This design comes from an exercise in tuning for small area, a short achievable clock period and few clock cycles per item on the open sky130 flow, not from production work.
Function was checked by simulation only, so behaviour that the tests miss may differ from the original.
Power and IR drop assume default switching activity.

==> flow/design.v <==
`default_nettype none
module priority_sjf_aging_scheduler (
   input  wire        clock,
   input  wire        reset,
   input  wire        req_valid,
   output wire        req_ready,
   input  wire        req_opcode,
   input  wire [3:0]  req_slot,
   input  wire [7:0]  req_task_id,
   input  wire [15:0] req_arrive_at,
   input  wire [15:0] req_burst_length,
   input  wire [3:0]  req_initial_priority,
   output wire        rsp_valid,
   input  wire        rsp_ready,
   output wire [15:0] rsp_tick_time,
   output wire        rsp_idle,
   output wire [3:0]  rsp_running_slot,
   output wire [7:0]  rsp_running_id,
   output wire        rsp_context_switch,
   output wire        rsp_first_run,
   output wire        rsp_finished,
   output wire [15:0] rsp_finish_tick,
   output wire        rsp_all_done,
   output wire [15:0] rsp_switch_count,
   input  wire        csr_valid,
   output wire        csr_ready,
   input  wire [1:0]  csr_index,
   input  wire [15:0] csr_data
);
   localparam integer NS = 16;
   function automatic logic lt16c(logic [15:0] a, logic [15:0] b, logic ci);
      logic [15:0] l, e;
      l = ~a & b;
      e = ~(a ^ b);
      l[0] = l[0] | (e[0] & ci);
      for (int w = 1; w < 16; w = w * 2) begin
         for (int k = 0; k < 16; k = k + 2 * w) begin
            l[k] = l[k+w] | (e[k+w] & l[k]);
            e[k] = e[k+w] & e[k];
         end
      end
      lt16c = l[0];
   endfunction
   function automatic logic [3:0] aged(logic [3:0] p, logic [3:0] b);
      aged = ({1'b0, p} > {1'b0, b} + 5'd1) ? p - b : 4'd1;
   endfunction
   logic [7:0]  id_q   [NS];
   logic [15:0] mk_q   [NS];    
   logic [15:0] rem_q  [NS];
   logic [3:0]  pr_q   [NS];
   logic [3:0]  pa_q   [NS];    
   logic [NS-1:0] pend_q, queued_q, started_q, ok_q;
   logic [NS-1:0] le_q [NS];    
   logic [NS-1:0] lc_q;         
   logic [15:0]   cv_q;         
   logic [15:0] now_q;
   logic [16:0] x_q;            
   logic [15:0] sw_total_q;
   logic [7:0]  prev_id_q;      
   logic        busy_q;
   logic        thr0_q, thr1_q;  
   logic [3:0]  boost_q;
   logic        stall_q;        
   logic        rsp_valid_q;
   logic [3:0]  r_slot_q;
   logic        r_sw_q, r_first_q, r_fin_q, r_done_q, r_tsat_q;
   logic out_free, tick_go, load_go, thr_wr, boost_wr;
   assign out_free  = !rsp_valid_q || rsp_ready;
   assign req_ready = out_free && !stall_q;
   assign csr_ready = 1'b1;
   assign tick_go   = req_valid && req_ready && req_opcode;
   assign load_go   = req_valid && req_ready && !req_opcode;
   assign thr_wr    = csr_valid && (csr_index == 2'd0);
   assign boost_wr  = csr_valid && (csr_index == 2'd1);
   logic        now_max;
   logic [15:0] now_next;
   logic        thr_le_d, thr0_n;
   logic [16:0] x_inc, xg;
   logic [3:0]  boost_n;
   logic        ld_arr_ok;
   assign now_max   = (now_q == 16'hFFFF);
   assign now_next  = now_max ? now_q : now_q + 16'd1;
   assign thr_le_d  = thr0_q || (thr1_q && !now_max);
   assign x_inc     = now_max ? x_q : x_q + 17'd1;
   assign xg        = stall_q ? x_q : x_inc;
   assign thr0_n    = thr_wr ? (csr_data == 16'd0) : thr0_q;
   assign boost_n   = boost_wr ? csr_data[3:0] : boost_q;
   assign ld_arr_ok = (req_arrive_at <= now_q);
   logic [NS-1:0] adm, q1, age, rem1, id_dif;
   always_comb begin
      for (int i = 0; i < NS; i++) begin
         adm[i]  = pend_q[i] && !queued_q[i] && ok_q[i];
         q1[i]   = queued_q[i] || adm[i];
         age[i]  = (pr_q[i] > 4'd1) && ok_q[i] && (queued_q[i] || (pend_q[i] && thr0_q));
         rem1[i] = (rem_q[i] == 16'd1);
         id_dif[i] = (id_q[i] != prev_id_q);
      end
   end
   logic [NS-1:0] c_ci, c_out;
   logic [NS-1:0] rel [NS];     
   always_comb begin
      c_ci[NS-1] = 1'b0;
      for (int i = NS - 2; i >= 0; i--)
         c_ci[i] = c_ci[i+1] || lc_q[i+1];
      for (int i = 0; i < NS; i++)
         c_out[i] = lt16c(rem_q[i], cv_q, c_ci[i]);
      for (int i = 0; i < NS; i++) begin
         rel[i] = '0;
         for (int j = i + 1; j < NS; j++) begin
            if (lc_q[i])
               rel[i][j] = !c_out[j];             
            else if (lc_q[j])
               rel[i][j] = c_out[i];              
            else
               rel[i][j] = le_q[i][j];
         end
      end
   end
   logic [NS-1:0] best_pr, win;
   always_comb begin
      logic [NS-1:0] z;
      best_pr = q1;
      for (int b = 3; b >= 0; b--) begin
         for (int i = 0; i < NS; i++)
            z[i] = best_pr[i] && !pa_q[i][b];
         if (z != '0)
            best_pr = z;
      end
      for (int i = 0; i < NS; i++) begin
         win[i] = best_pr[i];
         for (int j = 0; j < NS; j++) begin
            if (j < i)
               win[i] = win[i] && (!best_pr[j] || !rel[j][i]);
            else if (j > i)
               win[i] = win[i] && (!best_pr[j] || rel[i][j]);
         end
      end
   end
   logic        found, fin, sw, all_done, first;
   logic [3:0]  sel;
   logic [15:0] sel_rem, rem_dec;
   logic [7:0]  sel_id;
   logic [NS-1:0] done_run, pend_after;
   always_comb begin
      sel     = '0;
      sel_rem = '0;
      sel_id  = '0;
      for (int i = 0; i < NS; i++) begin
         if (win[i]) begin
            sel     = sel | 4'(i);
            sel_rem = sel_rem | rem_q[i];
            sel_id  = sel_id | id_q[i];
         end
      end
   end
   assign found      = (q1 != '0);
   assign rem_dec    = sel_rem - 16'd1;
   assign done_run   = win & rem1;
   assign fin        = (done_run != '0);
   assign sw         = busy_q && ((win & id_dif) != '0);
   assign first      = (win & ~started_q) != '0;
   assign pend_after = pend_q & ~done_run;
   assign all_done   = (pend_after == '0);
   logic [NS-1:0] ld, chg;
   logic [15:0]   mkv, rem_wd;
   always_comb begin
      for (int i = 0; i < NS; i++) begin
         ld[i]  = load_go && (req_slot == 4'(i));
         chg[i] = (tick_go && win[i]) || ld[i];
      end
   end
   assign mkv    = tick_go ? now_q : req_arrive_at;
   assign rem_wd = tick_go ? rem_dec : req_burst_length;
   always_ff @(posedge clock) begin
      lc_q <= reset ? '0 : chg;
      if (chg != '0)
         cv_q <= rem_wd;
      for (int i = 0; i < NS; i++)
         for (int j = i + 1; j < NS; j++)
            le_q[i][j] <= rel[i][j];
   end
   logic [NS-1:0] pend_n, queued_n, ok_n, age_n;
   logic [3:0]    pr_n [NS];
   always_comb begin
      for (int i = 0; i < NS; i++) begin
         pend_n[i]   = pend_q[i];
         queued_n[i] = queued_q[i];
         ok_n[i]     = ok_q[i];
         pr_n[i]     = pr_q[i];
         if (ld[i]) begin
            pend_n[i]   = (req_burst_length != 16'd0);
            queued_n[i] = 1'b0;
            ok_n[i]     = ld_arr_ok;
            pr_n[i]     = req_initial_priority;
         end else if (tick_go) begin
            pend_n[i]   = pend_after[i];
            queued_n[i] = q1[i] && !done_run[i];
            pr_n[i]     = pa_q[i];
            if (!q1[i])
               ok_n[i] = ok_q[i] || (mk_q[i] == now_next);
            else if (win[i])
               ok_n[i] = thr0_q;
            else if (adm[i] || age[i])
               ok_n[i] = thr_le_d;
            else
               ok_n[i] = !xg[16] && (mk_q[i] <= xg[15:0]);
         end else if (stall_q && queued_q[i]) begin
            ok_n[i] = !xg[16] && (mk_q[i] <= xg[15:0]);
         end
         age_n[i] = (pr_n[i] > 4'd1) && ok_n[i] && (queued_n[i] || (pend_n[i] && thr0_n));
      end
   end
   always_ff @(posedge clock) begin
      for (int i = 0; i < NS; i++) begin
         if (ld[i])
            id_q[i] <= req_task_id;
         if (chg[i])
            rem_q[i] <= rem_wd;
         if (tick_go && win[i])
            mk_q[i] <= now_next;
         else if (ld[i] || (tick_go && (adm[i] || age[i])))
            mk_q[i] <= mkv;
         pr_q[i]      <= pr_n[i];
         pa_q[i]      <= age_n[i] ? aged(pr_n[i], boost_n) : pr_n[i];
         ok_q[i]      <= ok_n[i];
         if (ld[i])
            started_q[i] <= 1'b0;
         else if (tick_go && win[i])
            started_q[i] <= 1'b1;
      end
   end
   always_ff @(posedge clock) begin
      if (reset) begin
         pend_q   <= '0;
         queued_q <= '0;
      end else begin
         pend_q   <= pend_n;
         queued_q <= queued_n;
      end
   end
   always_ff @(posedge clock) begin
      if (reset) begin
         now_q       <= '0;
         sw_total_q  <= '0;
         prev_id_q   <= '0;
         busy_q      <= 1'b0;
         rsp_valid_q <= 1'b0;
      end else begin
         if (tick_go) begin
            now_q     <= now_next;
            busy_q    <= found;
            prev_id_q <= sel_id;
            if (sw && sw_total_q != 16'hFFFF)
               sw_total_q <= sw_total_q + 16'd1;
            rsp_valid_q <= 1'b1;
         end else if (rsp_ready) begin
            rsp_valid_q <= 1'b0;
         end
      end
   end
   always_ff @(posedge clock) begin
      if (tick_go) begin
         r_slot_q  <= sel;
         r_sw_q    <= sw;
         r_first_q <= first;
         r_fin_q   <= fin;
         r_done_q  <= all_done;
         r_tsat_q  <= now_max;
      end
   end
   always_ff @(posedge clock) begin
      if (reset) begin
         x_q     <= 17'h1FFF1;    
         thr0_q  <= 1'b0;
         thr1_q  <= 1'b0;
         boost_q <= 4'd1;
         stall_q <= 1'b0;
      end else begin
         stall_q <= thr_wr;
         if (thr_wr) begin
            x_q    <= {1'b0, now_q} - {1'b0, csr_data};
            thr0_q <= (csr_data == 16'd0);
            thr1_q <= (csr_data == 16'd1);
         end else if (tick_go) begin
            x_q    <= x_inc;
         end
         if (boost_wr) boost_q <= csr_data[3:0];
      end
   end
   assign rsp_valid          = rsp_valid_q;
   assign rsp_tick_time      = r_tsat_q ? now_q : now_q - 16'd1;
   assign rsp_idle           = !busy_q;
   assign rsp_running_slot   = r_slot_q;
   assign rsp_running_id     = prev_id_q;
   assign rsp_context_switch = r_sw_q;
   assign rsp_first_run      = r_first_q;
   assign rsp_finished       = r_fin_q;
   assign rsp_finish_tick    = r_fin_q ? now_q : 16'd0;
   assign rsp_all_done       = r_done_q;
   assign rsp_switch_count   = sw_total_q;
endmodule
`default_nettype wire
export LEC_CHECK = 0
export ABC_CLOCK_PERIOD_IN_PS = 4000
export CAP_MARGIN = 20
export CORE_MARGIN = 2
export CORE_UTILIZATION = 40
export CTS_BUF_LIST = sky130_fd_sc_hd__clkbuf_8
export CTS_CLUSTER_SIZE = 30
export PLACE_DENSITY = 0.6
export SETUP_SLACK_MARGIN = 3
export SLEW_MARGIN = 20
create_clock -name core_clock -period 10.0 [get_ports {clock}]
run.sh (not shown) runs the stock make flow with config.mk's settings and CLKGATE_MAP_FILE= SYNTH_SCRIPT=/design/flow/synth_recipe.tcl, a recipe that flattens the netlist after the stock synthesis.
Testbench counts at the start, summed over its fixed seeds: cycles 24,051, ticks 19,485.
Then changed:
--- a/flow/design.v
+++ b/flow/design.v
@@ -25,24 +25,23 @@
    input  wire        csr_valid,
    output wire        csr_ready,
    input  wire [1:0]  csr_index,
    input  wire [15:0] csr_data
 );
    localparam integer NS = 16;
-   function automatic logic lt16c(logic [15:0] a, logic [15:0] b, logic ci);
+   function automatic logic [1:0] cmp16(logic [15:0] a, logic [15:0] b);
       logic [15:0] l, e;
       l = ~a & b;
       e = ~(a ^ b);
-      l[0] = l[0] | (e[0] & ci);
       for (int w = 1; w < 16; w = w * 2) begin
          for (int k = 0; k < 16; k = k + 2 * w) begin
             l[k] = l[k+w] | (e[k+w] & l[k]);
             e[k] = e[k+w] & e[k];
          end
       end
-      lt16c = l[0];
+      cmp16 = {l[0], e[0]};
    endfunction
    function automatic logic [3:0] aged(logic [3:0] p, logic [3:0] b);
       aged = ({1'b0, p} > {1'b0, b} + 5'd1) ? p - b : 4'd1;
    endfunction
    logic [7:0]  id_q   [NS];
    logic [15:0] mk_q   [NS];    
@@ -83,37 +82,33 @@
    assign thr_le_d  = thr0_q || (thr1_q && !now_max);
    assign x_inc     = now_max ? x_q : x_q + 17'd1;
    assign xg        = stall_q ? x_q : x_inc;
    assign thr0_n    = thr_wr ? (csr_data == 16'd0) : thr0_q;
    assign boost_n   = boost_wr ? csr_data[3:0] : boost_q;
    assign ld_arr_ok = (req_arrive_at <= now_q);
-   logic [NS-1:0] adm, q1, age, rem1, id_dif;
+   logic [NS-1:0] adm, q1, age, rem1;
    always_comb begin
       for (int i = 0; i < NS; i++) begin
          adm[i]  = pend_q[i] && !queued_q[i] && ok_q[i];
          q1[i]   = queued_q[i] || adm[i];
          age[i]  = (pr_q[i] > 4'd1) && ok_q[i] && (queued_q[i] || (pend_q[i] && thr0_q));
          rem1[i] = (rem_q[i] == 16'd1);
-         id_dif[i] = (id_q[i] != prev_id_q);
-      end
-   end
-   logic [NS-1:0] c_ci, c_out;
+      end
+   end
+   logic [NS-1:0] c_lt, c_eq;
    logic [NS-1:0] rel [NS];     
    always_comb begin
-      c_ci[NS-1] = 1'b0;
-      for (int i = NS - 2; i >= 0; i--)
-         c_ci[i] = c_ci[i+1] || lc_q[i+1];
       for (int i = 0; i < NS; i++)
-         c_out[i] = lt16c(rem_q[i], cv_q, c_ci[i]);
+         {c_lt[i], c_eq[i]} = cmp16(rem_q[i], cv_q);
       for (int i = 0; i < NS; i++) begin
          rel[i] = '0;
          for (int j = i + 1; j < NS; j++) begin
             if (lc_q[i])
-               rel[i][j] = !c_out[j];             
+               rel[i][j] = !c_lt[j];              
             else if (lc_q[j])
-               rel[i][j] = c_out[i];              
+               rel[i][j] = c_lt[i] || c_eq[i];    
             else
                rel[i][j] = le_q[i][j];
          end
       end
    end
    logic [NS-1:0] best_pr, win;
@@ -154,13 +149,13 @@
       end
    end
    assign found      = (q1 != '0);
    assign rem_dec    = sel_rem - 16'd1;
    assign done_run   = win & rem1;
    assign fin        = (done_run != '0);
-   assign sw         = busy_q && ((win & id_dif) != '0);
+   assign sw         = busy_q && found && (prev_id_q != sel_id);
    assign first      = (win & ~started_q) != '0;
    assign pend_after = pend_q & ~done_run;
    assign all_done   = (pend_after == '0);
    logic [NS-1:0] ld, chg;
    logic [15:0]   mkv, rem_wd;
    always_comb begin
Result: Hold slack is worse by 0.0083 ns; global-route usage came out higher by 3.9 points; via count is higher by 0.57%; design area grows by 0.50%; utilization climbs by 1.0 points; total power came out higher by 0.64%; maximum frequency went down by 1.4%; non-clock buffer count goes up by 89; first-iteration DRC count goes up by 1.2%; synthesized cell count goes down by 3.6%; worst setup slack loses 0.11 ns; synthesized area came out lower by 1.9%.
Testbench counts after the change, summed over its fixed seeds: cycles 24,051, ticks 19,485.

[re-timing with driven ports]
No port has a modelled driver above. Below, the same layouts with a new extraction and two added sets of constraints.
Step 1: set_driving_cell puts a clkbuf_16 on clock and a buf_2 on each other input, an assumption about the parent block.
Step 2 times the ports against the registers' clock, not the clock port: input delays grow and output delays shrink by t, the midpoint of the rising clock arrivals with the driver on.
Three values: ideal ports, drivers, drivers and shift; two values: the first two.
| run | t (ns) | setup WS [ns] | hold slack, ns | worst register clock-pin slew, ns | worst slew at a driven data input, ns |
|---|---|---|---|---|---|
| the first run | 1.053 | 2.716 / 2.716 / 2.716 | 0.458 / 0.458 / 0.458 | 0.07 / 0.07 | 0.07 |
| the second run | 1.051 | 2.609 / 2.609 / 2.609 | 0.449 / 0.449 / 0.449 | 0.09 / 0.09 | 0.21 |
After both steps setup and hold are still met in every run listed.
